This is an optimization exercise on Yosys and OpenROAD, whose aim is small area, a short achievable clock period and few clock cycles per item, not a production implementation.
Where RTL was checked, it was by simulation tests only, not by an equivalence proof against the original.
Function not checked in runs 2 to 4: the RTL went through the layout flow alone.
Power and IR drop assume default switching activity.

==> flow/design.v <==
`default_nettype none
package cpu_pkg;
    localparam int data_w      = 16;    
    localparam int reg_idx_w   = 4;     
    localparam int imm_w       = 5;     
    localparam int data_addr_w = 8;
    localparam int pc_w        = 8;
    localparam logic [2:0] op_add_sub  = 3'd0;
    localparam logic [2:0] op_slt_mult = 3'd1;
    localparam logic [2:0] op_load     = 3'd2;
    localparam logic [2:0] op_store    = 3'd3;
    localparam logic [2:0] op_beq      = 3'd4;
    localparam logic [2:0] op_jump     = 3'd5;
endpackage
`default_nettype wire
`timescale 1ns/10ps
`default_nettype none
import cpu_pkg::*;
module pc_unit (
    input  wire                clk,
    input  wire                rst_n,
    input  wire                redirect,      
    input  wire [pc_w-1:0]     redirect_pc,
    input  wire                hold,          
    input  wire                jump,          
    input  wire [pc_w-1:0]     jump_pc,
    output logic [pc_w-1:0]    pc
);
    always_ff @(posedge clk or negedge rst_n) begin
        if (!rst_n)
            pc <= '0;
        else if (redirect)
            pc <= redirect_pc;
        else if (jump)
            pc <= jump_pc;
        else if (!hold)
            pc <= pc + pc_w'(1);
    end
endmodule
`default_nettype wire
`timescale 1ns/10ps
`default_nettype none
import cpu_pkg::*;
module reg_file (
    input  wire                        clk,
    input  wire                        rst_n,
    input  wire [reg_idx_w-1:0]        rs_idx,
    input  wire [reg_idx_w-1:0]        rt_idx,
    input  wire                        we,
    input  wire [reg_idx_w-1:0]        wr_idx,
    input  wire [data_w-1:0]           wr_data,
    output logic [data_w-1:0]          rs_data,
    output logic [data_w-1:0]          rt_data
);
    logic [data_w-1:0] regs [16];
    logic [15:0]       written;
    always_ff @(posedge clk or negedge rst_n) begin
        if (!rst_n)
            written <= '0;
        else if (we)
            written[wr_idx] <= 1'b1;
    end
    always_ff @(posedge clk) begin
        if (we)
            regs[wr_idx] <= wr_data;
    end
    always_comb begin
        rs_data = '0;
        rt_data = '0;
        for (int r = 0; r < 16; r++) begin
            rs_data = rs_data | (regs[r] & {data_w{(rs_idx == r[3:0]) && written[r]}});
            rt_data = rt_data | (regs[r] & {data_w{(rt_idx == r[3:0]) && written[r]}});
        end
    end
endmodule
`default_nettype wire
`timescale 1ns/10ps
`default_nettype none
import cpu_pkg::*;
module exec_unit (
    input  wire                clk,
    input  wire [data_w-1:0]   a,
    input  wire [data_w-1:0]   b,
    input  wire                sub,       
    input  wire                slt,
    output logic [data_w-1:0]  alu_out,
    output logic               eq,
    output logic [data_w-1:0]  product    
);
    logic [data_w-1:0] sum;
    logic              lt;
    logic [data_w-1:0] ms;
    logic [data_w-1:0] mc;
    logic [data_w-1:0] ms_q;
    logic [data_w-1:0] mc_q;
    pfx_add #(.W(data_w)) u_alu_add (
        .a   (a),
        .b   (b ^ {data_w{sub}}),
        .cin (sub),
        .sum (sum)
    );
    assign lt      = (a[15] ^ b[15]) ? a[15] : sum[15];
    assign alu_out = slt ? {15'b0, lt} : sum;
    assign eq      = (a == b);
    mul_csa u_mul_csa (
        .a (a),
        .b (b),
        .s (ms),
        .c (mc)
    );
    always_ff @(posedge clk) begin
        ms_q <= ms;
        mc_q <= mc;
    end
    pfx_add #(.W(data_w)) u_mul_add (
        .a   (ms_q),
        .b   (mc_q),
        .cin (1'b0),
        .sum (product)
    );
endmodule
module mul_csa (
    input  wire [15:0] a,
    input  wire [15:0] b,
    output wire [15:0] s,
    output wire [15:0] c
);
    wire one0 = b[0] ^ 1'b0;
    wire two0 = (b[1] & ~b[0] & ~1'b0) | (~b[1] & b[0] & 1'b0);
    wire neg0 = b[1];
    wire p0_0 = (one0 & a[0]) ^ neg0;
    wire p0_1 = ((one0 & a[1]) | (two0 & a[0])) ^ neg0;
    wire p0_2 = ((one0 & a[2]) | (two0 & a[1])) ^ neg0;
    wire p0_3 = ((one0 & a[3]) | (two0 & a[2])) ^ neg0;
    wire p0_4 = ((one0 & a[4]) | (two0 & a[3])) ^ neg0;
    wire p0_5 = ((one0 & a[5]) | (two0 & a[4])) ^ neg0;
    wire p0_6 = ((one0 & a[6]) | (two0 & a[5])) ^ neg0;
    wire p0_7 = ((one0 & a[7]) | (two0 & a[6])) ^ neg0;
    wire p0_8 = ((one0 & a[8]) | (two0 & a[7])) ^ neg0;
    wire p0_9 = ((one0 & a[9]) | (two0 & a[8])) ^ neg0;
    wire p0_10 = ((one0 & a[10]) | (two0 & a[9])) ^ neg0;
    wire p0_11 = ((one0 & a[11]) | (two0 & a[10])) ^ neg0;
    wire p0_12 = ((one0 & a[12]) | (two0 & a[11])) ^ neg0;
    wire p0_13 = ((one0 & a[13]) | (two0 & a[12])) ^ neg0;
    wire p0_14 = ((one0 & a[14]) | (two0 & a[13])) ^ neg0;
    wire p0_15 = ((one0 & a[15]) | (two0 & a[14])) ^ neg0;
    wire one1 = b[2] ^ b[1];
    wire two1 = (b[3] & ~b[2] & ~b[1]) | (~b[3] & b[2] & b[1]);
    wire neg1 = b[3];
    wire p1_0 = (one1 & a[0]) ^ neg1;
    wire p1_1 = ((one1 & a[1]) | (two1 & a[0])) ^ neg1;
    wire p1_2 = ((one1 & a[2]) | (two1 & a[1])) ^ neg1;
    wire p1_3 = ((one1 & a[3]) | (two1 & a[2])) ^ neg1;
    wire p1_4 = ((one1 & a[4]) | (two1 & a[3])) ^ neg1;
    wire p1_5 = ((one1 & a[5]) | (two1 & a[4])) ^ neg1;
    wire p1_6 = ((one1 & a[6]) | (two1 & a[5])) ^ neg1;
    wire p1_7 = ((one1 & a[7]) | (two1 & a[6])) ^ neg1;
    wire p1_8 = ((one1 & a[8]) | (two1 & a[7])) ^ neg1;
    wire p1_9 = ((one1 & a[9]) | (two1 & a[8])) ^ neg1;
    wire p1_10 = ((one1 & a[10]) | (two1 & a[9])) ^ neg1;
    wire p1_11 = ((one1 & a[11]) | (two1 & a[10])) ^ neg1;
    wire p1_12 = ((one1 & a[12]) | (two1 & a[11])) ^ neg1;
    wire p1_13 = ((one1 & a[13]) | (two1 & a[12])) ^ neg1;
    wire one2 = b[4] ^ b[3];
    wire two2 = (b[5] & ~b[4] & ~b[3]) | (~b[5] & b[4] & b[3]);
    wire neg2 = b[5];
    wire p2_0 = (one2 & a[0]) ^ neg2;
    wire p2_1 = ((one2 & a[1]) | (two2 & a[0])) ^ neg2;
    wire p2_2 = ((one2 & a[2]) | (two2 & a[1])) ^ neg2;
    wire p2_3 = ((one2 & a[3]) | (two2 & a[2])) ^ neg2;
    wire p2_4 = ((one2 & a[4]) | (two2 & a[3])) ^ neg2;
    wire p2_5 = ((one2 & a[5]) | (two2 & a[4])) ^ neg2;
    wire p2_6 = ((one2 & a[6]) | (two2 & a[5])) ^ neg2;
    wire p2_7 = ((one2 & a[7]) | (two2 & a[6])) ^ neg2;
    wire p2_8 = ((one2 & a[8]) | (two2 & a[7])) ^ neg2;
    wire p2_9 = ((one2 & a[9]) | (two2 & a[8])) ^ neg2;
    wire p2_10 = ((one2 & a[10]) | (two2 & a[9])) ^ neg2;
    wire p2_11 = ((one2 & a[11]) | (two2 & a[10])) ^ neg2;
    wire one3 = b[6] ^ b[5];
    wire two3 = (b[7] & ~b[6] & ~b[5]) | (~b[7] & b[6] & b[5]);
    wire neg3 = b[7];
    wire p3_0 = (one3 & a[0]) ^ neg3;
    wire p3_1 = ((one3 & a[1]) | (two3 & a[0])) ^ neg3;
    wire p3_2 = ((one3 & a[2]) | (two3 & a[1])) ^ neg3;
    wire p3_3 = ((one3 & a[3]) | (two3 & a[2])) ^ neg3;
    wire p3_4 = ((one3 & a[4]) | (two3 & a[3])) ^ neg3;
    wire p3_5 = ((one3 & a[5]) | (two3 & a[4])) ^ neg3;
    wire p3_6 = ((one3 & a[6]) | (two3 & a[5])) ^ neg3;
    wire p3_7 = ((one3 & a[7]) | (two3 & a[6])) ^ neg3;
    wire p3_8 = ((one3 & a[8]) | (two3 & a[7])) ^ neg3;
    wire p3_9 = ((one3 & a[9]) | (two3 & a[8])) ^ neg3;
    wire one4 = b[8] ^ b[7];
    wire two4 = (b[9] & ~b[8] & ~b[7]) | (~b[9] & b[8] & b[7]);
    wire neg4 = b[9];
    wire p4_0 = (one4 & a[0]) ^ neg4;
    wire p4_1 = ((one4 & a[1]) | (two4 & a[0])) ^ neg4;
    wire p4_2 = ((one4 & a[2]) | (two4 & a[1])) ^ neg4;
    wire p4_3 = ((one4 & a[3]) | (two4 & a[2])) ^ neg4;
    wire p4_4 = ((one4 & a[4]) | (two4 & a[3])) ^ neg4;
    wire p4_5 = ((one4 & a[5]) | (two4 & a[4])) ^ neg4;
    wire p4_6 = ((one4 & a[6]) | (two4 & a[5])) ^ neg4;
    wire p4_7 = ((one4 & a[7]) | (two4 & a[6])) ^ neg4;
    wire one5 = b[10] ^ b[9];
    wire two5 = (b[11] & ~b[10] & ~b[9]) | (~b[11] & b[10] & b[9]);
    wire neg5 = b[11];
    wire p5_0 = (one5 & a[0]) ^ neg5;
    wire p5_1 = ((one5 & a[1]) | (two5 & a[0])) ^ neg5;
    wire p5_2 = ((one5 & a[2]) | (two5 & a[1])) ^ neg5;
    wire p5_3 = ((one5 & a[3]) | (two5 & a[2])) ^ neg5;
    wire p5_4 = ((one5 & a[4]) | (two5 & a[3])) ^ neg5;
    wire p5_5 = ((one5 & a[5]) | (two5 & a[4])) ^ neg5;
    wire one6 = b[12] ^ b[11];
    wire two6 = (b[13] & ~b[12] & ~b[11]) | (~b[13] & b[12] & b[11]);
    wire neg6 = b[13];
    wire p6_0 = (one6 & a[0]) ^ neg6;
    wire p6_1 = ((one6 & a[1]) | (two6 & a[0])) ^ neg6;
    wire p6_2 = ((one6 & a[2]) | (two6 & a[1])) ^ neg6;
    wire p6_3 = ((one6 & a[3]) | (two6 & a[2])) ^ neg6;
    wire one7 = b[14] ^ b[13];
    wire two7 = (b[15] & ~b[14] & ~b[13]) | (~b[15] & b[14] & b[13]);
    wire neg7 = b[15];
    wire p7_0 = (one7 & a[0]) ^ neg7;
    wire p7_1 = ((one7 & a[1]) | (two7 & a[0])) ^ neg7;
    wire s1 = p0_10 ^ p1_8;
    wire c2 = p0_10 & p1_8;
    wire s3 = p0_11 ^ p1_9;
    wire c4 = p0_11 & p1_9;
    wire s5 = p0_12 ^ p1_10 ^ p2_8;
    wire c6 = (p0_12 & p1_10) | (p0_12 & p2_8) | (p1_10 & p2_8);
    wire s7 = p3_6 ^ p4_4;
    wire c8 = p3_6 & p4_4;
    wire s9 = p0_13 ^ p1_11 ^ p2_9;
    wire c10 = (p0_13 & p1_11) | (p0_13 & p2_9) | (p1_11 & p2_9);
    wire s11 = p3_7 ^ p4_5;
    wire c12 = p3_7 & p4_5;
    wire s13 = p0_14 ^ p1_12 ^ p2_10;
    wire c14 = (p0_14 & p1_12) | (p0_14 & p2_10) | (p1_12 & p2_10);
    wire s15 = p3_8 ^ p4_6 ^ p5_4;
    wire c16 = (p3_8 & p4_6) | (p3_8 & p5_4) | (p4_6 & p5_4);
    wire s17 = p6_2 ^ p7_0;
    wire c18 = p6_2 & p7_0;
    wire s19 = p0_15 ^ p1_13 ^ p2_11;
    wire s21 = p3_9 ^ p4_7 ^ p5_5;
    wire s23 = p6_3 ^ p7_1;
    wire s25 = p0_6 ^ p1_4;
    wire c26 = p0_6 & p1_4;
    wire s27 = p0_7 ^ p1_5;
    wire c28 = p0_7 & p1_5;
    wire s29 = p0_8 ^ p1_6 ^ p2_4;
    wire c30 = (p0_8 & p1_6) | (p0_8 & p2_4) | (p1_6 & p2_4);
    wire s31 = p3_2 ^ p4_0;
    wire c32 = p3_2 & p4_0;
    wire s33 = p0_9 ^ p1_7 ^ p2_5;
    wire c34 = (p0_9 & p1_7) | (p0_9 & p2_5) | (p1_7 & p2_5);
    wire s35 = p3_3 ^ p4_1;
    wire c36 = p3_3 & p4_1;
    wire s37 = p2_6 ^ p3_4 ^ p4_2;
    wire c38 = (p2_6 & p3_4) | (p2_6 & p4_2) | (p3_4 & p4_2);
    wire s39 = p5_0 ^ neg5 ^ s1;
    wire c40 = (p5_0 & neg5) | (p5_0 & s1) | (neg5 & s1);
    wire s41 = p2_7 ^ p3_5 ^ p4_3;
    wire c42 = (p2_7 & p3_5) | (p2_7 & p4_3) | (p3_5 & p4_3);
    wire s43 = p5_1 ^ s3 ^ c2;
    wire c44 = (p5_1 & s3) | (p5_1 & c2) | (s3 & c2);
    wire s45 = p5_2 ^ p6_0 ^ neg6;
    wire c46 = (p5_2 & p6_0) | (p5_2 & neg6) | (p6_0 & neg6);
    wire s47 = s5 ^ s7 ^ c4;
    wire c48 = (s5 & s7) | (s5 & c4) | (s7 & c4);
    wire s49 = p5_3 ^ p6_1 ^ s9;
    wire c50 = (p5_3 & p6_1) | (p5_3 & s9) | (p6_1 & s9);
    wire s51 = s11 ^ c6 ^ c8;
    wire c52 = (s11 & c6) | (s11 & c8) | (c6 & c8);
    wire s53 = neg7 ^ s13 ^ s15;
    wire c54 = (neg7 & s13) | (neg7 & s15) | (s13 & s15);
    wire s55 = s17 ^ c10 ^ c12;
    wire c56 = (s17 & c10) | (s17 & c12) | (c10 & c12);
    wire s57 = s19 ^ s21 ^ s23;
    wire s59 = c14 ^ c16 ^ c18;
    wire s61 = p0_4 ^ p1_2;
    wire c62 = p0_4 & p1_2;
    wire s63 = p0_5 ^ p1_3;
    wire c64 = p0_5 & p1_3;
    wire s65 = p2_2 ^ p3_0 ^ neg3;
    wire c66 = (p2_2 & p3_0) | (p2_2 & neg3) | (p3_0 & neg3);
    wire s67 = p2_3 ^ p3_1 ^ s27;
    wire c68 = (p2_3 & p3_1) | (p2_3 & s27) | (p3_1 & s27);
    wire s69 = neg4 ^ s29 ^ s31;
    wire c70 = (neg4 & s29) | (neg4 & s31) | (s29 & s31);
    wire s71 = s33 ^ s35 ^ c30;
    wire c72 = (s33 & s35) | (s33 & c30) | (s35 & c30);
    wire s73 = s37 ^ s39 ^ c34;
    wire c74 = (s37 & s39) | (s37 & c34) | (s39 & c34);
    wire s75 = s41 ^ s43 ^ c38;
    wire c76 = (s41 & s43) | (s41 & c38) | (s43 & c38);
    wire s77 = s45 ^ s47 ^ c42;
    wire c78 = (s45 & s47) | (s45 & c42) | (s47 & c42);
    wire s79 = s49 ^ s51 ^ c46;
    wire c80 = (s49 & s51) | (s49 & c46) | (s51 & c46);
    wire s81 = s53 ^ s55 ^ c50;
    wire c82 = (s53 & s55) | (s53 & c50) | (s55 & c50);
    wire s83 = s57 ^ s59 ^ c54;
    wire s85 = p0_2 ^ p1_0;
    wire c86 = p0_2 & p1_0;
    wire s87 = p0_3 ^ p1_1;
    wire c88 = p0_3 & p1_1;
    wire s89 = p2_0 ^ neg2 ^ s61;
    wire c90 = (p2_0 & neg2) | (p2_0 & s61) | (neg2 & s61);
    wire s91 = p2_1 ^ s63 ^ c62;
    wire c92 = (p2_1 & s63) | (p2_1 & c62) | (s63 & c62);
    wire s93 = s25 ^ s65 ^ c64;
    wire c94 = (s25 & s65) | (s25 & c64) | (s65 & c64);
    wire s95 = c26 ^ s67 ^ c66;
    wire c96 = (c26 & s67) | (c26 & c66) | (s67 & c66);
    wire s97 = c28 ^ s69 ^ c68;
    wire c98 = (c28 & s69) | (c28 & c68) | (s69 & c68);
    wire s99 = c32 ^ s71 ^ c70;
    wire c100 = (c32 & s71) | (c32 & c70) | (s71 & c70);
    wire s101 = c36 ^ s73 ^ c72;
    wire c102 = (c36 & s73) | (c36 & c72) | (s73 & c72);
    wire s103 = c40 ^ s75 ^ c74;
    wire c104 = (c40 & s75) | (c40 & c74) | (s75 & c74);
    wire s105 = c44 ^ s77 ^ c76;
    wire c106 = (c44 & s77) | (c44 & c76) | (s77 & c76);
    wire s107 = c48 ^ s79 ^ c78;
    wire c108 = (c48 & s79) | (c48 & c78) | (s79 & c78);
    wire s109 = c52 ^ s81 ^ c80;
    wire c110 = (c52 & s81) | (c52 & c80) | (s81 & c80);
    wire s111 = c56 ^ s83 ^ c82;
    assign s[0] = p0_0;
    assign c[0] = neg0;
    assign s[1] = p0_1;
    assign c[1] = 1'b0;
    assign s[2] = neg1;
    assign c[2] = s85;
    assign s[3] = s87;
    assign c[3] = c86;
    assign s[4] = s89;
    assign c[4] = c88;
    assign s[5] = s91;
    assign c[5] = c90;
    assign s[6] = s93;
    assign c[6] = c92;
    assign s[7] = s95;
    assign c[7] = c94;
    assign s[8] = s97;
    assign c[8] = c96;
    assign s[9] = s99;
    assign c[9] = c98;
    assign s[10] = s101;
    assign c[10] = c100;
    assign s[11] = s103;
    assign c[11] = c102;
    assign s[12] = s105;
    assign c[12] = c104;
    assign s[13] = s107;
    assign c[13] = c106;
    assign s[14] = s109;
    assign c[14] = c108;
    assign s[15] = s111;
    assign c[15] = c110;
endmodule
module pfx_add #(
    parameter int W = 16
) (
    input  wire [W-1:0]  a,
    input  wire [W-1:0]  b,
    input  wire          cin,
    output wire [W-1:0]  sum
);
    localparam int L = (W <= 8) ? 3 : 4;    
    wire [(L+1)*W-1:0] g;
    wire [(L+1)*W-1:0] p;
    assign g[0] = (a[0] & b[0]) | (cin & (a[0] ^ b[0]));
    assign p[0] = a[0] ^ b[0];
    assign g[W-1:1] = a[W-1:1] & b[W-1:1];
    assign p[W-1:1] = a[W-1:1] ^ b[W-1:1];
    genvar l, i;
    generate
        for (l = 0; l < L; l++) begin : g_lvl
            for (i = 0; i < W; i++) begin : g_bit
                if ((i >> l) & 1) begin : g_op
                    localparam int j = ((i >> l) << l) - 1;
                    assign g[(l+1)*W + i] = g[l*W + i] | (p[l*W + i] & g[l*W + j]);
                    assign p[(l+1)*W + i] = p[l*W + i] & p[l*W + j];
                end else begin : g_pass
                    assign g[(l+1)*W + i] = g[l*W + i];
                    assign p[(l+1)*W + i] = p[l*W + i];
                end
            end
        end
    endgenerate
    assign sum = a ^ b ^ {g[L*W +: W-1], cin};
endmodule
`default_nettype wire
`timescale 1ns/10ps
`default_nettype none
import cpu_pkg::*;
module cpu_control (
    input  wire [data_w-1:0]     w,
    output logic                 reads_rs,
    output logic                 reads_rt,
    output logic                 writes,
    output logic [reg_idx_w-1:0] wr_idx,
    output logic                 is_alu,     
    output logic                 is_sub,     
    output logic                 is_slt,
    output logic                 is_mult,
    output logic                 is_load,
    output logic                 is_store,
    output logic                 is_beq
);
    logic [2:0] opc;
    assign opc = w[15:13];
    assign is_load  = (opc == op_load);
    assign is_store = (opc == op_store);
    assign is_beq   = (opc == op_beq);
    assign is_mult  = (opc == op_slt_mult) && w[0];
    assign is_slt   = (opc == op_slt_mult) && !w[0];
    assign is_alu   = (opc == op_add_sub) || is_slt;
    assign is_sub   = ((opc == op_add_sub) && w[0]) || is_slt;
    assign reads_rs = (opc <= op_beq);
    assign reads_rt = (opc <= op_beq) && (opc != op_load);
    assign writes   = (opc <= op_load);
    assign wr_idx   = is_load ? w[8:5] : w[4:1];
endmodule
`default_nettype wire
`timescale 1ns/10ps
`default_nettype none
import cpu_pkg::*;
module cpu_top #(
    parameter int inst_addr_w = 8
) (
    input  wire                     clk,
    input  wire                     rst_n,
    input  wire [data_w-1:0]        inst_rdata,
    input  wire [data_w-1:0]        data_rdata,
    output logic [inst_addr_w-1:0]  inst_addr,
    output logic [data_addr_w-1:0]  data_addr,
    output logic [data_w-1:0]       data_wdata,
    output logic                    data_we,
    output logic                    io_stall
);
    logic              i_valid;
    logic              d_valid;
    logic              d_stall;      
    logic [pc_w-1:0]   d_btgt;
    logic [data_w-1:0] ir;
    logic              e_valid;
    logic [data_w-1:0] e_a;
    logic [data_w-1:0] e_b;
    logic [pc_w-1:0]   e_addr;
    logic [pc_w-1:0]   e_btgt;
    logic              e_writes;
    logic [3:0]        e_wd;
    logic              e_alu;
    logic              e_sub;
    logic              e_slt;
    logic              e_load;
    logic              e_mult;
    logic              e_beq;
    logic              w_we;
    logic [3:0]        w_rd;
    logic              w_load;
    logic              w_mult;
    logic [data_w-1:0] w_res;
    logic              stall_q;
    logic              we_q;
    logic              redirect;
    logic              hz_i;
    logic              jump_i;
    logic              beq_self_i;
    logic [pc_w-1:0]   jump_pc_i;
    logic [pc_w-1:0]   btgt_i;       
    logic [2:0]        opc_i;
    logic              i_reads_rs;
    logic              i_reads_rt;
    logic              d_late;
    assign opc_i      = inst_rdata[15:13];
    assign beq_self_i = (opc_i == op_beq) && (inst_rdata[12:9] == inst_rdata[8:5]);
    assign jump_i     = i_valid && ((opc_i == op_jump) || beq_self_i);
    assign btgt_i     = inst_addr + {{3{inst_rdata[4]}}, inst_rdata[4:0]};
    assign jump_pc_i  = beq_self_i ? btgt_i : inst_rdata[7:0];
    assign i_reads_rs = (opc_i <= op_store) || ((opc_i == op_beq) && !beq_self_i);
    assign i_reads_rt = (opc_i != op_load) && i_reads_rs;
    assign hz_i = i_valid && d_late && !redirect &&
                  ((i_reads_rs && (inst_rdata[12:9] == ir_wd)) ||
                   (i_reads_rt && (inst_rdata[8:5] == ir_wd)));
    logic [3:0] ir_wd;
    pc_unit u_pc_unit (
        .clk         (clk),
        .rst_n       (rst_n),
        .redirect    (redirect),
        .redirect_pc (e_btgt),
        .hold        (hz_i),
        .jump        (jump_i && !redirect),
        .jump_pc     (jump_pc_i),
        .pc          (inst_addr)
    );
    always_ff @(posedge clk or negedge rst_n) begin
        if (!rst_n)
            i_valid <= 1'b0;
        else
            i_valid <= !(redirect || hz_i || jump_i);
    end
    always_ff @(posedge clk or negedge rst_n) begin
        if (!rst_n) begin
            d_valid <= 1'b0;
            d_stall <= 1'b0;
        end else begin
            if (!d_stall)
                d_valid <= i_valid && !redirect;
            d_stall <= hz_i;
        end
    end
    always_ff @(posedge clk) begin
        if (!d_stall) begin
            ir   <= inst_rdata;
            d_btgt <= btgt_i;
        end
    end
    logic                 d_reads_rs;
    logic                 d_reads_rt;
    logic                 d_writes;
    logic [3:0]           d_wd;
    logic                 d_alu;
    logic                 d_sub;
    logic                 d_slt;
    logic                 d_mult;
    logic                 d_load;
    logic                 d_store;
    logic                 d_beq;
    logic [3:0]           d_rs;
    logic [3:0]           d_rt;
    logic [data_w-1:0]    rf_a;
    logic [data_w-1:0]    rf_b;
    logic [data_w-1:0]    d_a;
    logic [data_w-1:0]    d_b;
    logic [data_w-1:0]    alu_out;
    logic [data_w-1:0]    product;
    logic [data_w-1:0]    w_data;
    logic                 e_eq;
    logic                 e_fwd;      
    logic                 hit_ea;
    logic                 hit_eb;
    logic                 hit_wa;
    logic                 hit_wb;
    logic                 d_go;       
    assign d_rs  = ir[12:9];
    assign d_rt  = ir[8:5];
    assign ir_wd = d_wd;
    cpu_control u_cpu_control (
        .w        (ir),
        .reads_rs (d_reads_rs),
        .reads_rt (d_reads_rt),
        .writes   (d_writes),
        .wr_idx   (d_wd),
        .is_alu   (d_alu),
        .is_sub   (d_sub),
        .is_slt   (d_slt),
        .is_mult  (d_mult),
        .is_load  (d_load),
        .is_store (d_store),
        .is_beq   (d_beq)
    );
    assign d_late = d_valid && !d_stall && (d_load || d_mult);
    reg_file u_reg_file (
        .clk     (clk),
        .rst_n   (rst_n),
        .rs_idx  (d_rs),
        .rt_idx  (d_rt),
        .we      (w_we),
        .wr_idx  (w_rd),
        .wr_data (w_data),
        .rs_data (rf_a),
        .rt_data (rf_b)
    );
    assign e_fwd  = e_valid && e_writes && e_alu;
    assign hit_ea = e_fwd && (e_wd == d_rs);
    assign hit_eb = e_fwd && (e_wd == d_rt);
    assign hit_wa = w_we && (w_rd == d_rs);
    assign hit_wb = w_we && (w_rd == d_rt);
    assign d_a = hit_ea ? alu_out : hit_wa ? w_data : rf_a;
    assign d_b = hit_eb ? alu_out : hit_wb ? w_data : rf_b;
    assign redirect = e_valid && e_beq && e_eq;
    logic [7:0] imm8;
    logic [7:0] imm8_p1;
    logic [7:0] bx8;
    logic [7:0] cs_s;
    logic [7:0] cs_c;
    logic [7:0] addr_sum;
    logic [7:0] addr_e;
    logic [7:0] addr_d;
    logic       e_lt;
    assign imm8    = {{3{ir[4]}}, ir[4:0]};
    assign imm8_p1 = imm8 + 8'd1;
    assign bx8     = e_b[7:0] ^ {8{e_sub}};
    assign cs_s    = e_a[7:0] ^ bx8 ^ imm8;
    assign cs_c    = (e_a[7:0] & bx8) | (e_a[7:0] & imm8) | (bx8 & imm8);
    assign e_lt    = alu_out[0];
    pfx_add #(.W(8)) u_addr_e_add (
        .a   (cs_s),
        .b   ({cs_c[6:0], 1'b0}),
        .cin (e_sub),
        .sum (addr_sum)
    );
    assign addr_e = e_slt ? (e_lt ? imm8_p1 : imm8) : addr_sum;
    pfx_add #(.W(8)) u_addr_d_add (
        .a   (hit_wa ? w_data[7:0] : rf_a[7:0]),
        .b   (imm8),
        .cin (1'b0),
        .sum (addr_d)
    );
    assign d_go     = d_valid && !d_stall && !redirect;
    always_ff @(posedge clk or negedge rst_n) begin
        if (!rst_n)
            e_valid <= 1'b0;
        else
            e_valid <= d_go;
    end
    always_ff @(posedge clk) begin
        e_a      <= d_a;
        e_b      <= d_b;
        e_addr   <= hit_ea ? addr_e : addr_d;
        e_btgt   <= d_btgt;
        e_writes <= d_writes;
        e_wd     <= d_wd;
        e_alu    <= d_alu;
        e_sub    <= d_sub;
        e_slt    <= d_slt;
        e_load   <= d_load;
        e_mult   <= d_mult;
        e_beq    <= d_beq && (d_rs != d_rt);
    end
    exec_unit u_exec_unit (
        .clk     (clk),
        .a       (e_a),
        .b       (e_b),
        .sub     (e_sub),
        .slt     (e_slt),
        .alu_out (alu_out),
        .eq      (e_eq),
        .product (product)
    );
    always_ff @(posedge clk or negedge rst_n) begin
        if (!rst_n) begin
            stall_q <= 1'b1;
            we_q    <= 1'b0;
        end else begin
            stall_q <= !d_go;
            we_q    <= d_go && d_store;
        end
    end
    assign io_stall   = stall_q;
    assign data_we    = we_q;
    assign data_addr  = e_addr;
    assign data_wdata = e_b;
    always_ff @(posedge clk or negedge rst_n) begin
        if (!rst_n)
            w_we <= 1'b0;
        else
            w_we <= e_valid && e_writes;
    end
    always_ff @(posedge clk) begin
        w_rd   <= e_wd;
        w_load <= e_load;
        w_mult <= e_mult;
        w_res  <= alu_out;
    end
    assign w_data = w_load ? data_rdata : w_mult ? product : w_res;
endmodule
`default_nettype wire
==> flow/flow/run.sh <==
#!/bin/bash
# Standard layout with two changes:
# - timing repair aims below the clock period: the repair steps treat any
#   path with less than SETUP_SLACK_MARGIN ns of slack as failing, so they
#   keep improving the worst path past the 10 ns constraint (TNS_END_PERCENT
#   0: only the worst path, which sets the achieved period);
# - the port buffers are plain buf_2 cells rather than the delay cell that
#   buffer_ports picks by default.
cp standard.sh standard.sh.txt
cp config.mk config.mk.txt
export SETUP_SLACK_MARGIN=6.4
export TNS_END_PERCENT=0
export BUFFER_PORTS_ARGS="-buffer_cell sky130_fd_sc_hd__buf_2"
bash standard.sh > standard.log 2>&1
==> flow/standard.sh <==
#!/bin/bash
# synth_recipe.tcl (not shown) runs the flow's synth.tcl, then flattens the netlist and writes it again
# the make line also repeats each setting of config.mk as NAME=value (left out here)
make -C /OpenROAD-flow-scripts/flow DESIGN_CONFIG=/design/flow/config.mk WORK_HOME=/design/flow/orfs CLKGATE_MAP_FILE= SYNTH_SCRIPT=/design/flow/synth_recipe.tcl "${@:-finish}"
==> flow/config.mk <==
export PLATFORM = sky130hd
export DESIGN_NAME = cpu_top
export DESIGN_NICKNAME = cpu_top
export VERILOG_FILES = /design/flow/design.v
export SDC_FILE = /design/flow/constraint.sdc
export NUM_CORES = 4
export LEC_CHECK = 0
export CAP_MARGIN = 20
export CORE_MARGIN = 2
export CORE_UTILIZATION = 60
export CTS_CLUSTER_DIAMETER = 120
export CTS_CLUSTER_SIZE = 28
export SLEW_MARGIN = 20
==> flow/constraint.sdc <==
create_clock -name core_clock -period 10.0 [get_ports {clk}]
set_input_delay 2.0000 -clock core_clock [delete_from_list [all_inputs] [get_ports {clk}]]
set_output_delay 2.0000 -clock core_clock [all_outputs]
set_load 0.01 [all_outputs]
==> results of run 1 <==
## stage by stage
stage | std cells | hold slack [ns] | power, mW | instance area [um2]
finish | 2834 | 0.337 | 6.61 | 25700
global route | 2834 | 0.347 | 7.06 | 25700
CTS | 2807 | 0.339 | 6.48 | 25100
detailed placement | 2770 | 0.314 | 5.56 | 24500
global placement | 2770 | 0.314 | 5.46 | 24500
floorplan | 2300 | 0.310 | 4.67 | 23700
## kinds of logic (layout without fill, tap and decap cells)
family	count (synthesis)	after routing
compound gates	661	661
xor+xnor	139	139
fa+ha+maj	131	131
buf+inv	287	303
flops	423	423
mux	55	55
simple gates	604	604
## power by group
| group | total [mW] | switching (mW) | internal, mW |
|---|---|---|---|
| Combinational | 3.13 | 1.88 | 1.24 |
| Sequential | 2.56 | 0.261 | 2.30 |
| Clock | 0.925 | 0.554 | 0.371 |
| Total | 6.61 | 2.70 | 3.91 |
## repair_timing
item	in CTS	in global routing
gates resized for setup	12	86
cloned	0	2
hold endpoints to repair	0	0
setup buffers	3	25
setup endpoints to repair	37	31
pin swaps	0	12
hold buffers	0	0
## synth_stat cells (25+ instances only)
cell      count  area share
dfxtp_1     112       0.095
xnor2_1      64       0.024
and3_1       35      0.0093
o22ai_1      25      0.0066
a22oi_1     262       0.083
inv_1       105       0.017
edfxtp_1    280        0.36
nor2_1      146       0.023
fa_1         53       0.045
o21ai_0     107       0.023
nand2_1     257       0.041
nor4_1       33      0.0088
o211ai_1     27      0.0086
xor2_1       74       0.027
dfrtp_1      30       0.032
a21o_1       32       0.010
a21oi_1     106       0.022
ha_1         69       0.037
clkbuf_1    155       0.025
mux2i_1      40       0.017
## metal layers
layer,track usage,wire length [um],share of wire,vias up
li1,-,-,-,8412
met1,0.519,30200,0.40,9134
met2,0.540,32700,0.43,1295
met3,0.0901,9770,0.13,238
met4,0.121,3040,0.040,2
met5,0,52,0.00069,-
## worst max-delay path: stages, from the launching register on
cell	delay, ns
edfxtp_1	0.56
nor2b_4	0.21
and3_1	0.22
buf_12	0.15
buf_4	0.16
a22oi_1	0.19
nand2_1	0.08
nor4_1	0.64
mux2i_2	0.29
ha_1	0.36
a21o_1	0.17
a21o_1	0.18
a21oi_2	0.12
xnor3_1	0.22
mux2i_1	0.12
## state kept, by name (all words and copies together) (netlist names), 4 cells and up
name / flops
w_res: 16
u_exec_unit.mc_q: 15
w_rd: 4
u_reg_file.written: 16
ir: 16
d_btgt: 8
e_btgt: 8
u_reg_file.regs: 256
e_wd: 4
e_b: 16
u_pc_unit.pc: 8
u_exec_unit.ms_q: 16
e_a: 16
e_addr: 8
## worst paths after layout
check	endpoint	slack [ns]	cells after the start
worst max-delay path	e_addr[7]$_DFF_P_	6.26	14
worst min-delay path	w_load$_DFF_P_	0.34	0
worst max register to register	e_addr[7]$_DFF_P_	6.26	14
worst min register to register	w_load$_DFF_P_	0.34	0
max in group asynchronous	u_reg_file.written[6]$_DFFE_PN0P_	7.99	1
min in group asynchronous	u_pc_unit.pc[2]$_DFFE_PN0P_	1.49	1
## area by class of cell
cell class	instances	area, um2	area share
inverter	105	400	0.0156
tap	518	648	0.0252
clock inverter	3	41.3	0.00161
timing repair buffer	164	1230	0.0478
clock buffer	31	520	0.0203
multi-input combinational	1590	11400	0.444
sequential	423	11500	0.446
## cell usage in the layout, fill, tap and decap left out, types with 25 or more instances in the layout
cell and instances:
dfrtp_1 30, dfxtp_1 97, a21o_1 32, buf_4 77
mux2i_1 37, and3_1 33, ha_1 68, fa_1 50
o22ai_1 25, nor2_1 129, buf_2 67, nor4_1 28
a21oi_1 101, xnor2_1 63, inv_1 101, nand2_1 254
edfxtp_1 280, o211ai_1 27, o21ai_0 103, a22oi_1 258
xor2_1 74
==> summary.md, run 1 <==
| Metric | Value |
|---|---|
| Sequential share of the synthesized area | 0.485 |
| Pwr dens | 257 mW/mm2 |
| Actual slew at the worst max-slew pin | approximately 1.1 ns |
| Proportion of synthesized area in mux cells | 0.0241 |
| CP arrival | 4.25 ns |
| Gr usage total | 0.362 |
| CTS Buf Count | 19 |
| Outcome | timing/DRC/antenna clean |
| Critical-path maximum fanout | 8 |
| Number of synthesized register bits | ~420 |
| Post-synth EDFFs | 280 |
| Site Rows | 72 |
| Max-cap violations | 0 |
| Worst-Skew Late Latency | about 0.57 ns |
| Vias per std cell | 6.73 |
| PortBufs | 67 |
| Number of fill cells in the layout | between 3000 and 4000 |
| Root buffer cell | clkbuf_16 |
| WL per Instance | 26.7 um |
| Core Area | between 0.03 and 0.04 mm2 |
| Clock slew at reported path FFs | about 0.11 ns |
| Clk sink count | roughly 420 |
| Synth Net Count | about 2500 |
| Netlist cell types | around 70 |
| Number of inserted diodes | 0 |
| Utilization after layout | 0.663 |
| First-pass GRT wire length | roughly 110000 um |
| Routed WL | between 70000 and 80000 um |
| Antenna-violating nets left | 0 |
| Layout area overhead | 8.96% |
| H-tree depth | 1 |
| Crit path time final | between 3 and 4 ns |
| Die Wd | 202 um |
| Largest net degree at the start of global routing | between 60 and 70 |
| Unrepaired setup endpoints after global routing | yes |
| Worst Skew | around 0.024 ns |
| Ys flop type | edfxtp_1 |
| Gpl congestion | 0.949 |
| Hold path start | e_load$_DFF_P_ |
| Worst setup SP type | register |
| WP data required | approximately 11 ns |
| Drt pass-1 iters | 8 |
| IO Pins | 68 |
| Synthesized-area fraction occupied by and/or/nand/nor cells | 0.117 |
| Asr flop ratio synth | 0.0733 |
| Complex-gate fraction of the synthesized area | 0.190 |
| # DRC | 0 |
| Critical path type | reg -> reg |
| Final Setup Violations | 0 |
| Critical Path End Type | register |
| Launching point of the worst reg2reg path | ir[11]$_DFFE_PN_ |
| Worst vdd ir | just under 200 uV |
| XOR/XNOR share of the synthesized area | 0.0522 |
| Post-route worst setup slack | between 6 and 7 ns |
| Leak pwr | about 10 nW |
| Hold Fails Final Rpt | 0 |
| Adder-cell share of the synthesized area | 0.0854 |
| HPWL Detailed | roughly 48000 um |
| Starting Density | 0.609 |
| Peak Freq | about 270 MHz |
| Vias in the first global route | 18000 |
| Crit path from | ir[11]$_DFFE_PN_ |
| Tightest Hold Check Type | reg -> reg |
| Initial DRC count | between 2000 and 2500 |
| Slew Limit Fails | 0 |
| Die area | a little over 0.04 mm2 |
| Cells after Synth | 2300 |
| Via Count | about 19000 |
| Initial antenna violation count | 0 |
| Longest Clk Path Bufs | 3 |
| Ys Warns | 4 |
| Final net count | roughly 2500 |
| Total grt overflow | 0 |
| Post-Synthesis Cell Area | approximately 0.024 mm2 |
| DP Worst Slack | 5.63 ns |
| Slew HR | 0.256 |
| Die Ht | slightly above 200 um |
| Setup tns final | 0 ns |
| Mean area per synthesized cell | slightly above 10 um2 |
| Combinational family with the most area after synthesis | compound AO/OA/AOI/OAI gates |
| Tcrit/Tclk final | 0.374 |
| Layout cell share with drive strength beyond 1 | 0.127 |
| CTS tree | built |
Testbench counts, summed over its fixed seeds: cycles 60,777, instrs 50,571.
==> inputs of run 2 (changes only) <==
--- a/flow/design.v
+++ b/flow/design.v
@@ -480,3 +480,12 @@
     assign jump_i     = i_valid && ((opc_i == op_jump) || beq_self_i);
-    assign btgt_i     = inst_addr + {{3{inst_rdata[4]}}, inst_rdata[4:0]};
+    logic [5:0] btgt_lo;
+    logic [2:0] pc_hi;
+    logic [2:0] pc_hi_p1;
+    logic [2:0] pc_hi_m1;
+    assign btgt_lo  = {1'b0, inst_addr[4:0]} + {1'b0, inst_rdata[4:0]};
+    assign pc_hi    = inst_addr[7:5];
+    assign pc_hi_p1 = pc_hi + 3'd1;
+    assign pc_hi_m1 = pc_hi - 3'd1;
+    assign btgt_i   = {(btgt_lo[5] == inst_rdata[4]) ? pc_hi : btgt_lo[5] ? pc_hi_p1 : pc_hi_m1,
+                       btgt_lo[4:0]};
     assign jump_pc_i  = beq_self_i ? btgt_i : inst_rdata[7:0];
--- a/flow/flow/run.sh
+++ b/flow/flow/run.sh
@@ -10,3 +10,3 @@
 cp config.mk config.mk.txt
-export SETUP_SLACK_MARGIN=6.4
+export SETUP_SLACK_MARGIN=7
 export TNS_END_PERCENT=0
--- a/flow/config.mk
+++ b/flow/config.mk
@@ -9,5 +9,3 @@
 export CORE_MARGIN = 2
-export CORE_UTILIZATION = 60
-export CTS_CLUSTER_DIAMETER = 120
-export CTS_CLUSTER_SIZE = 28
+export CORE_UTILIZATION = 40
 export SLEW_MARGIN = 20
==> summary.md, run 2 <==
| Metric | Value |
|---|---|
| CTS tree | built |
| H-tree depth | 2 |
| Layout cell share with drive strength beyond 1 | 0.160 |
| Crit path time final | 3.79 ns |
| Mean area per synthesized cell | approximately 10 um2 |
| Longest Clk Path Bufs | 3 |
| Final net count | approximately 2500 |
| WP data required | ~10 ns |
| Drt pass-1 iters | 6 |
| Pwr dens | roughly 280 mW/mm2 |
| Starting Density | 0.405 |
| PortBufs | 67 |
| Top-count cell post-synth | edfxtp_1 |
| Antenna-violating nets left | 0 |
| Hold path endpoint | w_mult$_DFF_P_ |
| Netlist cell types | 81 |
| Outcome | timing/DRC/antenna clean |
| Unrepaired setup endpoints after global routing | yes |
| Leak pwr | roughly 11 nW |
| Max stage delay cell, worst path | fa_2 |
| Worst-Skew Late Latency | roughly 0.60 ns |
| Initial DRC count | roughly 2600 |
| Site Rows | approximately 90 |
| Reg2Reg Setup Slack | ~6.3 ns |
| Critical Path End Type | register |
| Top cells by count, synth | edfxtp_1, a22oi_1, nand2_1, clkbuf_1, nor2_1 |
| Critical-path maximum fanout | 4 |
| Actual slew at the worst max-slew pin | 1.26 ns |
| # DRC | 0 |
| Slew HR | 0.163 |
| Hold path start | e_mult$_DFF_P_ |
| Worst setup SP type | input pin |
| # hold bufs at CTS | 0 |
| Total grt overflow | 0 |
| Met3 usage | 0.0545 |
| Peak Freq | around 260 MHz |
| Most frequent cells in the layout | edfxtp_1, a22oi_1, nand2_1 |
| Synth Net Count | about 2500 |
| Met2 usage | 0.392 |
| Worst vdd ir | around 230 uV |
| Core Area | 0.0590 mm2 |
| Layout area overhead | 14.0% |
| Asr flop ratio synth | 0.0733 |
| Top cells by area, synth | edfxtp_1, dfxtp_1, a22oi_1, fa_1, nand2_1 |
| Cells after Synth | 2312 |
| Routed WL | 82900 um |
| Initial antenna violation count | 1 |
| Gr busiest metal | met2 |
| Vias per std cell | 6.23 |
| Routing usage on met1 | 0.374 |
| Setup tns final | 0 ns |
| CTS Buf Count | 46 |
| Ys Warns | 4 |
| Crit path cell chain | buf_2 > ha_4 > a211oi_2 > o21bai_1 > a21oi_2 > inv_1 > fa_2 > and2_1 > mux2i_1 > xnor2_1 > mux2i_1 > a211oi_1 > o32a_1 |
| Commonest non-fill, non-tap cell in the layout | edfxtp_1 |
| Sequential share of the synthesized area | 0.479 |
| Critical Path Most Common Cell | mux2i_1 |
| Critical path type | in -> reg |
| Gr usage total | 0.264 |
| Synth top area share | 0.352 |
| Root buffer cell | clkbuf_16 |
| First-pass GRT wire length | approximately 120000 um |
| Tightest Hold Check Type | reg -> reg |
| Die area | a little over 0.06 mm2 |
| Number of fill cells in the layout | approximately 5400 |
| Largest net degree at the start of global routing | 82 |
| CP arrival | around 4.2 ns |
| Worst path max stage delay | approximately 0.33 ns |
| Hold Fails Final Rpt | 0 |
| Post-Synthesis Cell Area | 0.0239 mm2 |
| Largest register FFs | about 260 |
| Seq. cell area | approximately 0.011 mm2 |
| Die Wd | around 250 um |
| Number of inserted diodes | 0 |
| Cell type with the largest total area after synthesis | edfxtp_1 |
| Worst r2r dst | e_addr[7]$_DFF_P_ |
| Clock slew at reported path FFs | 0.06 ns |
| Largest Register | u_reg_file.regs |
| Max-cap violations | 0 |
| WL per Instance | around 26 um |
| Clk sink count | between 400 and 500 |
| Worst Skew | 0.0347 ns |
| Number of synthesized register bits | around 420 |
| Via Count | about 20000 |
| Gpl congestion | 0.908 |
| HPWL Detailed | 52100 um |
| Slew Limit Fails | 0 |
| Die Ht | ~250 um |
| Launching point of the worst reg2reg path | ir[9]$_DFFE_PN_ |
| Hold path depth | 0 |
| Multi-input gate area | approximately 0.012 mm2 |
| Register-to-Register Path Depth | 15 |
| IO Pins | slightly below 70 |
| Tcrit/Tclk final | 0.379 |
| Post-synth EDFFs | 280 |
| Ys flop type | edfxtp_1 |
| Vias in the first global route | 18600 |
| Total power | approximately 7.7 mW |
| Final Setup Violations | 0 |
[run 2: power by group]
group	internal [mW]	switching (mW)	leakage [nW]
sequential	2.30	0.286	3.88
combinational	1.38	2.06	6.18
clock	0.937	0.709	0.709
total	4.62	3.05	10.8
[run 2: routing by layer]
layer | up-vias | share of wire | wire length [um]
li1 | 8550 | - | -
met1 | 9527 | 0.41 | 33900
met2 | 1281 | 0.43 | 35800
met3 | 241 | 0.12 | 9640
met4 | 0 | 0.043 | 3530
met5 | - | 0 | 0
[run 2: critical path: cells and delay by family]
kind                     cells  cell delay, ns
AO/OA/AOI/OAI                5            0.88
adder cells (fa/ha/maj)      2            0.57
multiplexers                 2            0.31
buffers and inverters        2            0.20
AND/OR/NAND/NOR              1            0.16
XOR/XNOR                     1            0.11
[run 2: worst max-delay path by stage]
stage                startpoint                          end  slack (ns)  depth (start not counted)
3_3_place_gp      data_rdata[3]            e_addr[4]$_DFF_P_        5.48                         11
4_1_cts           inst_rdata[1]  u_pc_unit.pc[7]$_DFFE_PN0P_        6.21                         13
5_1_grt        ir[12]$_DFFE_PN_            e_addr[7]$_DFF_P_        6.10                         18
6_report          inst_rdata[1]  u_pc_unit.pc[7]$_DFFE_PN0P_        6.21                         13
3_5_place_dp      data_rdata[3]            e_addr[4]$_DFF_P_        5.40                         11
2_1_floorplan     inst_rdata[1]  u_pc_unit.pc[7]$_DFFE_PN0P_        5.95                         12
[run 2: cell type report]
class	count	area share
clock buffer	58	0.0458
clock inverter	23	0.00717
inverter	111	0.0158
multi-input combinational	1595	0.429
sequential	423	0.421
tap	773	0.0355
timing repair buffer	165	0.0459
[run 2: logic make-up after synthesis]
kind of cell	after synthesis	synth area share
buffers and inverters	294	0.0492
AOI/OAI and AO/OA	660	0.188
xor gates and xnor gates	152	0.0558
muxes	48	0.0212
adders and majority gates	142	0.0892
DFF	423	0.479
and+or+nand+nor	593	0.118
[run 2: per-stage QoR]
step / setup WS (ns) / area, um2 / utilization / hold WS, ns / instances
floorplan: 5.95 / 24000 / - / 0.310 / 2312
global placement: 5.48 / 25100 / 0.425 / 0.311 / 3038
detailed placement: 5.40 / 25100 / 0.425 / 0.319 / 3038
CTS: 6.21 / 26800 / 0.454 / 0.332 / 3129
global route: 6.10 / 27200 / 0.461 / 0.341 / 3148
finish: 6.21 / 27200 / 0.461 / 0.334 / 3148
[run 2: repair_timing]
item / 4_1_cts / 5_1_grt
resized for setup: 45 / 56
cloned: 0 / 4
endpoints found under the hold margin: 0 / 0
pin swaps: 1 / 11
setup buffers: 10 / 15
setup endpoints to repair: 169 / 184
==> inputs of run 3 (changes only) <==
--- a/flow/design.v
+++ b/flow/design.v
@@ -480,12 +480,3 @@
     assign jump_i     = i_valid && ((opc_i == op_jump) || beq_self_i);
-    logic [5:0] btgt_lo;
-    logic [2:0] pc_hi;
-    logic [2:0] pc_hi_p1;
-    logic [2:0] pc_hi_m1;
-    assign btgt_lo  = {1'b0, inst_addr[4:0]} + {1'b0, inst_rdata[4:0]};
-    assign pc_hi    = inst_addr[7:5];
-    assign pc_hi_p1 = pc_hi + 3'd1;
-    assign pc_hi_m1 = pc_hi - 3'd1;
-    assign btgt_i   = {(btgt_lo[5] == inst_rdata[4]) ? pc_hi : btgt_lo[5] ? pc_hi_p1 : pc_hi_m1,
-                       btgt_lo[4:0]};
+    assign btgt_i     = inst_addr + {{3{inst_rdata[4]}}, inst_rdata[4:0]};
     assign jump_pc_i  = beq_self_i ? btgt_i : inst_rdata[7:0];
@@ -493,5 +484,12 @@
     assign i_reads_rt = (opc_i != op_load) && i_reads_rs;
-    assign hz_i = i_valid && d_late && !redirect &&
-                  ((i_reads_rs && (inst_rdata[12:9] == ir_wd)) ||
-                   (i_reads_rt && (inst_rdata[8:5] == ir_wd)));
+    logic i_ldst;
+    logic e_ldw;
+    assign i_ldst = (opc_i == op_load) || (opc_i == op_store);
+    assign e_ldw  = e_valid && e_load;
+    assign hz_i = !redirect &&
+                  ((i_valid && d_late &&
+                    ((i_reads_rs && (inst_rdata[12:9] == ir_wd)) ||
+                     (i_reads_rt && (inst_rdata[8:5] == ir_wd)))) ||
+                   (i_valid && i_ldst && e_ldw && (inst_rdata[12:9] == e_wd)) ||
+                   (d_valid && d_stall && (d_load || d_store) && e_ldw && (d_rs == e_wd)));
     logic [3:0] ir_wd;
@@ -518,4 +516,3 @@
         end else begin
-            if (!d_stall)
-                d_valid <= i_valid && !redirect;
+            d_valid <= (d_stall ? d_valid : i_valid) && !redirect;
             d_stall <= hz_i;
@@ -549,2 +546,3 @@
     logic [data_w-1:0]    w_data;
+    logic [data_w-1:0]    w_alu_mul;
     logic                 e_eq;
@@ -616,3 +614,3 @@
     pfx_add #(.W(8)) u_addr_d_add (
-        .a   (hit_wa ? w_data[7:0] : rf_a[7:0]),
+        .a   ((hit_wa && !w_load) ? w_alu_mul[7:0] : rf_a[7:0]),
         .b   (imm8),
@@ -677,3 +675,4 @@
     end
-    assign w_data = w_load ? data_rdata : w_mult ? product : w_res;
+    assign w_alu_mul = w_mult ? product : w_res;
+    assign w_data    = w_load ? data_rdata : w_alu_mul;
 endmodule
==> summary.md, run 3 <==
| Metric | Value |
|---|---|
| Core Area | 0.0601 mm2 |
| Max stage delay cell, worst path | and2_1 |
| Vias per std cell | between 6 and 7 |
| Number of synthesized register bits | about 420 |
| Sequential share of the synthesized area | 0.471 |
| PortBufs | between 60 and 70 |
| Post-synth EDFFs | between 200 and 300 |
| Tightest Hold Check Type | reg -> reg |
| Non-Filler Instances | between 3000 and 4000 |
| IO Pins | 68 |
| Starting Density | 0.403 |
| Post-Synthesis Cell Area | 0.0243 mm2 |
| Slew HR | 0.171 |
| Max-cap violations | 0 |
| Asr flop ratio synth | 0.0733 |
| Ys Warns | 4 |
| Die Ht | 250 um |
| Hold Fails Final Rpt | 0 |
| Gr usage total | 0.280 |
| Register-to-Register Path Depth | 7 |
| Final Setup Violations | 0 |
| Clock slew at reported path FFs | about 0.060 ns |
| Worst r2r dst | e_b[6]$_DFF_P_ |
| Complex-gate fraction of the synthesized area | 0.185 |
| Clk sink count | 423 |
| Cell type with the largest total area after synthesis | edfxtp_1 |
| Reg2Reg Setup Slack | around 6.4 ns |
| # hold bufs at CTS | 0 |
| Initial antenna violation count | 1 |
| Longest Clk Path Bufs | 3 |
| Cells after Synth | roughly 2300 |
| Adder-cell share of the synthesized area | 0.0818 |
| Proportion of synthesized area in mux cells | 0.0246 |
| Crit path time final | roughly 3.6 ns |
| Total power | about 8.1 mW |
| Layout area overhead | 17.4% |
| Netlist cell types | just under 90 |
| Top-count cell post-synth | edfxtp_1 |
| First-pass GRT wire length | approximately 130000 um |
| Worst Skew | about 0.057 ns |
| Outcome | timing/DRC/antenna clean |
| DP Worst Slack | roughly 5.4 ns |
| CTS tree | built |
| Critical path type | reg -> reg |
| H-tree depth | 2 |
| Dpl cells | roughly 3100 |
| XOR/XNOR share of the synthesized area | 0.0505 |
| WL per Instance | roughly 28 um |
| Via Count | about 20000 |
| Vias in the first global route | 20000 |
| Site Rows | 90 |
| Tcrit/Tclk final | 0.365 |
| Worst path max stage delay | between 0.9 and 1 ns |
| Most frequent cells in the layout | edfxtp_1, a22oi_1, nand2_1 |
| Gpl congestion | around 0.94 |
| Die Wd | approximately 250 um |
| Top cells by count, synth | edfxtp_1, a22oi_1, nand2_1, nor2_1, dfxtp_1 |
| Fin area | about 0.028 mm2 |
| Slew Limit Fails | 0 |
| Synth Net Count | 2469 |
| Drt pass-1 iters | 6 |
| Worst-Skew Late Latency | between 0.6 and 0.7 ns |
| # DRC | 0 |
| Largest net degree at the start of global routing | between 40 and 50 |
| Root buffer cell | clkbuf_16 |
| Initial DRC count | 2877 |
| Worst setup SP type | register |
| Synth top area share | 0.347 |
| Ys flop type | edfxtp_1 |
| Number of fill cells in the layout | between 5000 and 6000 |
| Commonest non-fill, non-tap cell in the layout | edfxtp_1 |
| Number of inserted diodes | 0 |
| Top cells by area, synth | edfxtp_1, dfxtp_1, a22oi_1, fa_1, ha_1 |
| Largest register FFs | 256 |
| Layout cell share with drive strength beyond 1 | 0.175 |
| CTS Buf Count | between 40 and 50 |
| Antenna-violating nets left | 0 |
| HPWL Detailed | around 58000 um |
| Crit path from | ir[8]$_DFFE_PN_ |
| WP data required | 10.43 ns |
| Leak pwr | 11.0 nW |
| Critical Path End Type | register |
| Synthesized-area fraction occupied by and/or/nand/nor cells | 0.141 |
| Final net count | approximately 2600 |
| Dpl cell area | 0.0256 mm2 |
| Launching point of the worst reg2reg path | ir[8]$_DFFE_PN_ |
| Unrepaired setup endpoints after global routing | yes |
| Post-route worst setup slack | around 6.4 ns |
| Routed WL | about 90000 um |
| Critical-path maximum fanout | 20 |
| Actual slew at the worst max-slew pin | about 1.2 ns |
| CP arrival | 4.08 ns |
| Die area | 0.0626 mm2 |
| Pwr dens | roughly 280 mW/mm2 |
| Mean area per synthesized cell | approximately 10 um2 |
| Worst vdd ir | ~150 uV |
| Setup crit end | e_b[6]$_DFF_P_ |
| Peak Freq | roughly 270 MHz |
| Setup tns final | 0 ns |
| Largest Register | u_reg_file.regs |
| Total grt overflow | 0 |
| Crit path cell chain | nor4b_1 > and2_1 > a22oi_1 > nand4_1 > nor3_1 > a22o_1 > a21oi_1 |
| Combinational family with the most area after synthesis | compound AO/OA/AOI/OAI gates |
==> run 3: cell count changes after synthesis, sizes merged, moves of 31 or more <==
cell and delta:
a221oi +31, a22o +33, a22oi -62, clkbuf -41, nand2 -89, nand3 +86
==> run 3: cell type report <==
cell class,instances,area [um2],share of cell area
clock buffer,58,1260,0.0442
clock inverter,26,344,0.0121
inverter,111,435,0.0153
multi-input combinational,1610,12200,0.429
sequential,423,11500,0.403
tap,782,978,0.0344
timing repair buffer,216,1760,0.0619
==> run 3: worst min-delay path by stage <==
stage	from	to	slack [ns]	depth (start not counted)
final	d_btgt[1]$_DFFE_PN_	e_btgt[1]$_DFF_P_	0.34	0
after global routing	d_btgt[1]$_DFFE_PN_	e_btgt[1]$_DFF_P_	0.35	0
after CTS	d_btgt[1]$_DFFE_PN_	e_btgt[1]$_DFF_P_	0.34	0
after detailed placement	d_btgt[1]$_DFFE_PN_	e_btgt[1]$_DFF_P_	0.33	0
after global placement	e_mult$_DFF_P_	w_mult$_DFF_P_	0.32	0
after floorplan	e_mult$_DFF_P_	w_mult$_DFF_P_	0.31	0
==> run 3: repair_timing <==
| item | 4_1_cts | 5_1_grt |
|---|---|---|
| buffers inserted | 67 | 2 |
| pin swaps | 25 | 9 |
| endpoints found under the setup margin | 206 | 244 |
| gates resized for setup | 143 | 22 |
| cloned | 4 | 1 |
==> run 3: critical path: cells and delay by family, from the launching register on <==
kind,cells,cell delay (ns)
compound gates,3,0.76
flops,1,0.87
simple gates,4,1.83
==> run 3: metrics by stage <==
step / utilization / hold WS (ns)
CTS: 0.472 / 0.340
floorplan: - / 0.310
detailed placement: 0.426 / 0.329
global route: 0.474 / 0.346
global placement: 0.426 / 0.323
finish: 0.474 / 0.337
==> run 3: report_power, final <==
part / internal [mW] / total [mW] / switching [mW]
Combinational: 1.46 / 3.62 / 2.17
Sequential: 2.32 / 2.69 / 0.364
Clock: 1.06 / 1.79 / 0.736
Total: 4.84 / 8.10 / 3.27
==> run 3: metal layers <==
metal / track usage / wire, um / up-vias
met5: 0 / 11 / -
met4: 0.155 / 5630 / 2
li1: - / - / 8889
met1: 0.353 / 34500 / 9879
met2: 0.447 / 40900 / 1306
met3: 0.0614 / 8490 / 371
==> run 3: cells by family after synthesis <==
family,count (synthesis)
AOI/OAI and AO/OA,636
adders and majority gates,128
buffers and inverters,280
and+or+nand+nor,650
DFF,423
muxes,56
xor gates and xnor gates,140
==> inputs of run 4 (changes only) <==
--- a/flow/design.v
+++ b/flow/design.v
@@ -450,3 +450,6 @@
     logic [data_w-1:0] e_b;
-    logic [pc_w-1:0]   e_addr;
+    logic [4:0]        e_alo;        
+    logic              e_ac;         
+    logic [2:0]        e_ahi;        
+    logic [2:0]        e_ahi1;       
     logic [pc_w-1:0]   e_btgt;
@@ -484,12 +487,5 @@
     assign i_reads_rt = (opc_i != op_load) && i_reads_rs;
-    logic i_ldst;
-    logic e_ldw;
-    assign i_ldst = (opc_i == op_load) || (opc_i == op_store);
-    assign e_ldw  = e_valid && e_load;
-    assign hz_i = !redirect &&
-                  ((i_valid && d_late &&
-                    ((i_reads_rs && (inst_rdata[12:9] == ir_wd)) ||
-                     (i_reads_rt && (inst_rdata[8:5] == ir_wd)))) ||
-                   (i_valid && i_ldst && e_ldw && (inst_rdata[12:9] == e_wd)) ||
-                   (d_valid && d_stall && (d_load || d_store) && e_ldw && (d_rs == e_wd)));
+    assign hz_i = i_valid && d_late && !redirect &&
+                  ((i_reads_rs && (inst_rdata[12:9] == ir_wd)) ||
+                   (i_reads_rt && (inst_rdata[8:5] == ir_wd)));
     logic [3:0] ir_wd;
@@ -516,3 +512,4 @@
         end else begin
-            d_valid <= (d_stall ? d_valid : i_valid) && !redirect;
+            if (!d_stall)
+                d_valid <= i_valid && !redirect;
             d_stall <= hz_i;
@@ -546,3 +543,2 @@
     logic [data_w-1:0]    w_data;
-    logic [data_w-1:0]    w_alu_mul;
     logic                 e_eq;
@@ -598,3 +594,2 @@
     logic [7:0] addr_e;
-    logic [7:0] addr_d;
     logic       e_lt;
@@ -613,8 +608,10 @@
     assign addr_e = e_slt ? (e_lt ? imm8_p1 : imm8) : addr_sum;
-    pfx_add #(.W(8)) u_addr_d_add (
-        .a   ((hit_wa && !w_load) ? w_alu_mul[7:0] : rf_a[7:0]),
-        .b   (imm8),
-        .cin (1'b0),
-        .sum (addr_d)
-    );
+    logic [7:0] base_d;
+    logic [5:0] addr_lo;
+    logic [2:0] addr_hi;
+    logic [2:0] addr_hi1;
+    assign base_d   = hit_wa ? w_data[7:0] : rf_a[7:0];
+    assign addr_lo  = {1'b0, base_d[4:0]} + {1'b0, ir[4:0]};
+    assign addr_hi  = ir[4] ? base_d[7:5] - 3'd1 : base_d[7:5];
+    assign addr_hi1 = ir[4] ? base_d[7:5] : base_d[7:5] + 3'd1;
     assign d_go     = d_valid && !d_stall && !redirect;
@@ -629,3 +626,6 @@
         e_b      <= d_b;
-        e_addr   <= hit_ea ? addr_e : addr_d;
+        e_alo    <= hit_ea ? addr_e[4:0] : addr_lo[4:0];
+        e_ac     <= !hit_ea && addr_lo[5];
+        e_ahi    <= hit_ea ? addr_e[7:5] : addr_hi;
+        e_ahi1   <= addr_hi1;
         e_btgt   <= d_btgt;
@@ -661,3 +661,3 @@
     assign data_we    = we_q;
-    assign data_addr  = e_addr;
+    assign data_addr  = {e_ac ? e_ahi1 : e_ahi, e_alo};
     assign data_wdata = e_b;
@@ -675,4 +675,3 @@
     end
-    assign w_alu_mul = w_mult ? product : w_res;
-    assign w_data    = w_load ? data_rdata : w_alu_mul;
+    assign w_data = w_load ? data_rdata : w_mult ? product : w_res;
 endmodule
--- a/flow/flow/run.sh
+++ b/flow/flow/run.sh
@@ -10,3 +10,3 @@
 cp config.mk config.mk.txt
-export SETUP_SLACK_MARGIN=7
+export SETUP_SLACK_MARGIN=6.4
 export TNS_END_PERCENT=0
--- a/flow/config.mk
+++ b/flow/config.mk
@@ -9,3 +9,5 @@
 export CORE_MARGIN = 2
-export CORE_UTILIZATION = 40
+export CORE_UTILIZATION = 60
+export CTS_CLUSTER_DIAMETER = 100
+export CTS_CLUSTER_SIZE = 24
 export SLEW_MARGIN = 20
==> summary.md, run 4 <==
| Metric | Value |
|---|---|
| Outcome | timing/DRC/antenna clean |
| Commonest non-fill, non-tap cell in the layout | edfxtp_1 |
| Slew Limit Fails | 0 |
| Critical Path End Type | register |
| Drt pass-1 iters | 6 |
| Synth top area share | 0.344 |
| Die area | roughly 0.042 mm2 |
| IO Pins | 68 |
| Setup tns final | 0 ns |
| Asr flop ratio synth | 0.0726 |
| Tcrit/Tclk final | 0.377 |
| Layout area overhead | 10.3% |
| Hold slack | ~0.34 ns |
| First-pass GRT wire length | ~120000 um |
| Pwr dens | 264 mW/mm2 |
| Number of fill cells in the layout | 3022 |
| Gr usage total | 0.398 |
| Reg2Reg Setup Slack | around 6.2 ns |
| Vias per std cell | 7.10 |
| Multi-input gate area | about 0.012 mm2 |
| Critical path type | reg -> reg |
| Final net count | between 2000 and 3000 |
| Cells after Synth | between 2000 and 2500 |
| Initial antenna violation count | 1 |
| Clock slew at reported path FFs | about 0.1 ns |
| # DRC | 0 |
| Synth Net Count | approximately 2500 |
| Die Wd | ~210 um |
| Via Count | approximately 21000 |
| Initial DRC count | about 3500 |
| Total grt overflow | 0 |
| Leak pwr | 10.6 nW |
| WL per Instance | 29.1 um |
| Site Rows | 73 |
| DP Worst Slack | about 5.8 ns |
| Max-cap violations | 0 |
| Met2 usage | 0.579 |
| WP data required | about 10 ns |
| Worst vdd ir | 167 uV |
| Longest Clk Path Bufs | 3 |
| Register-to-Register Path Depth | 16 |
| Worst Skew | between 0.015 and 0.02 ns |
| HPWL Detailed | 54400 um |
| Vias in the first global route | 19800 |
| Worst setup SP type | register |
| Actual slew at the worst max-slew pin | ~1.2 ns |
| Ys flop type | edfxtp_1 |
| Hold path start | e_load$_DFF_P_ |
| Worst-Skew Late Latency | 0.57 ns |
| Root buffer cell | clkbuf_16 |
| Number of inserted diodes | 0 |
| Launching point of the worst reg2reg path | ir[11]$_DFFE_PN_ |
| Largest net degree at the start of global routing | slightly above 70 |
| Starting Density | 0.612 |
| Netlist cell types | slightly below 90 |
| Peak Freq | 265 MHz |
| Cell type with the largest total area after synthesis | edfxtp_1 |
| Unrepaired setup endpoints after global routing | yes |
| CP arrival | around 4.2 ns |
| Hold Fails Final Rpt | 0 |
| PortBufs | 67 |
| H-tree depth | 1 |
| Crit path time final | 3.77 ns |
| Mean area per synthesized cell | approximately 10 um2 |
| Number of synthesized register bits | 427 |
| Most frequent cells in the layout | edfxtp_1, a22oi_1, nand2_1 |
| Gpl congestion | slightly below 1 |
| # hold bufs at CTS | 0 |
| Seq. cell area | 0.0116 mm2 |
| Top cells by count, synth | edfxtp_1, a22oi_1, nand2_1, nor2_1, inv_1 |
| Post-route worst setup slack | 6.23 ns |
| Hold path endpoint | w_load$_DFF_P_ |
| Routing usage on met1 | 0.554 |
| Post-Synthesis Cell Area | around 0.024 mm2 |
| Critical-path maximum fanout | 14 |
| Antenna-violating nets left | 0 |
| Clk sink count | ~430 |
| Largest Register | u_reg_file.regs |
| CTS Buf Count | 22 |
| Sequential share of the synthesized area | 0.471 |
| Post-synth EDFFs | between 200 and 300 |
| Top cells by area, synth | edfxtp_1, dfxtp_1, a22oi_1, fa_1, ha_1 |
| Top-count cell post-synth | edfxtp_1 |
| Met3 usage | 0.108 |
| Total power | around 7 mW |
| Tightest Hold Check Type | reg -> reg |
| Layout cell share with drive strength beyond 1 | 0.138 |
| Ys Warns | 4 |
| Gr busiest metal | met2 |
| Core Area | between 0.03 and 0.04 mm2 |
| Worst r2r dst | e_alo[4]$_DFF_P_ |
| CTS tree | built |
| Slew HR | 0.173 |
| Die Ht | between 200 and 250 um |
| Final Setup Violations | 0 |
| Routed WL | between 80000 and 90000 um |
| Hold path depth | 0 |
| Largest register FFs | 256 |
run 4: cell types whose count changed in the layout (fill, tap and decap cells not counted), moves of 13 or more:
cell | previous run | this run
a31oi_1 | 9 | 23
a22o_1 | 45 | 12
nand2_1 | 138 | 217
inv_1 | 102 | 115
o21ai_0 | 72 | 99
buf_4 | 113 | 81
nand3_1 | 110 | 82
a221oi_1 | 49 | 19
clkbuf_16 | 48 | 29
nand4_1 | 37 | 17
a22oi_1 | 172 | 232
buf_6 | 17 | 3
run 4: worst max-delay path by stage:
| stage | start | to | slack (ns) | depth (start not counted) |
|---|---|---|---|---|
| global route | ir[11]$_DFFE_PN_ | e_alo[4]$_DFF_P_ | 6.19 | 18 |
| CTS | e_b[7]$_DFF_P_ | u_exec_unit.ms_q[15]$_DFF_P_ | 6.35 | 15 |
| floorplan | inst_rdata[0] | u_pc_unit.pc[6]$_DFFE_PN0P_ | 6.36 | 10 |
| global placement | ir[12]$_DFFE_PN_ | e_alo[4]$_DFF_P_ | 5.82 | 15 |
| detailed placement | e_a[2]$_DFF_P_ | u_exec_unit.ms_q[15]$_DFF_P_ | 5.75 | 13 |
| finish | ir[11]$_DFFE_PN_ | e_alo[4]$_DFF_P_ | 6.23 | 16 |
run 4: critical path, cell delays in order, from the launching register on:
cell      delay (ns)
edfxtp_1        0.38
buf_4           0.18
buf_4           0.18
and4b_1         0.20
and2_1          0.16
buf_4           0.25
a22oi_1         0.22
nand2_1         0.08
nor4_1          0.61
mux2i_1         0.32
ha_1            0.41
a21oi_2         0.15
xnor2_1         0.07
nor2_1          0.09
a31oi_1         0.06
a41oi_1         0.20
nand2_1         0.08
run 4: cell families (layout without fill, tap and decap cells):
logic type | after synthesis | in the layout | share of synthesized area
buf+inv | 289 | 331 | 0.0487
flops | 427 | 427 | 0.471
simple gates | 674 | 674 | 0.138
xor+xnor | 130 | 130 | 0.0466
compound gates | 661 | 661 | 0.186
mux | 56 | 56 | 0.0240
fa+ha+maj | 139 | 139 | 0.0851
run 4: final cells by class:
type,instances,share of cell area
Tap cell,525,0.0244
Inverter,120,0.0173
Timing Repair Buffer,171,0.0532
Multi-Input combinational cell,1660,0.451
Clock buffer,37,0.0233
Sequential cell,427,0.430
Clock inverter,3,0.00135
run 4: power by group:
group | internal [mW] | total (mW) | switching (mW)
combinational | 1.37 | 3.39 | 2.02
sequential | 2.32 | 2.68 | 0.360
clock | 0.441 | 1.03 | 0.588
run 4: routing by layer:
layer / vias to the layer above / part of all wire
met5: - / 0.00012
met1: 10100 / 0.38
li1: 8865 / -
met4: 2 / 0.056
met3: 336 / 0.14
met2: 1651 / 0.42
run 4: timing repair:
item	4_1_cts	5_1_grt
gates cloned	3	6
pin swaps	0	7
endpoints found under the setup margin	41	97
resized for setup	55	47
setup buffers	14	23
hold endpoints to repair	0	0
run 4: metrics by stage:
stage,instance area (um2),utilization,cells
after floorplan,24500,-,2376
after global placement,25300,0.634,2857
after detailed placement,25300,0.634,2857
after CTS,26400,0.661,2914
after global routing,26900,0.675,2943
final,26900,0.675,2943

==> separate check: timing with driven ports <==
Ports are ideal in the flow. The routed layouts listed here were re-timed in OpenROAD. Step 1, drivers: a clkbuf_16 drives clk and a buf_2 each remaining input, both assumed. Step 2 times the ports against the registers' clock, not the clock port: input delays grow and output delays shrink by t, the midpoint of the rising clock arrivals with the driver on. a / b / c = no drivers / after step 1 / after step 2; a / b = the first two.
run | t, ns | slack for setup (ns)
run 1 | 0.613 | 6.256 / 6.256 / 5.822
run 2 | 0.643 | 6.215 / 6.254 / 5.611
run 3 | 0.653 | 6.353 / 6.353 / 5.789
run 4 | 0.627 | 6.232 / 6.232 / 5.846
After both steps every run listed still meets setup and hold.
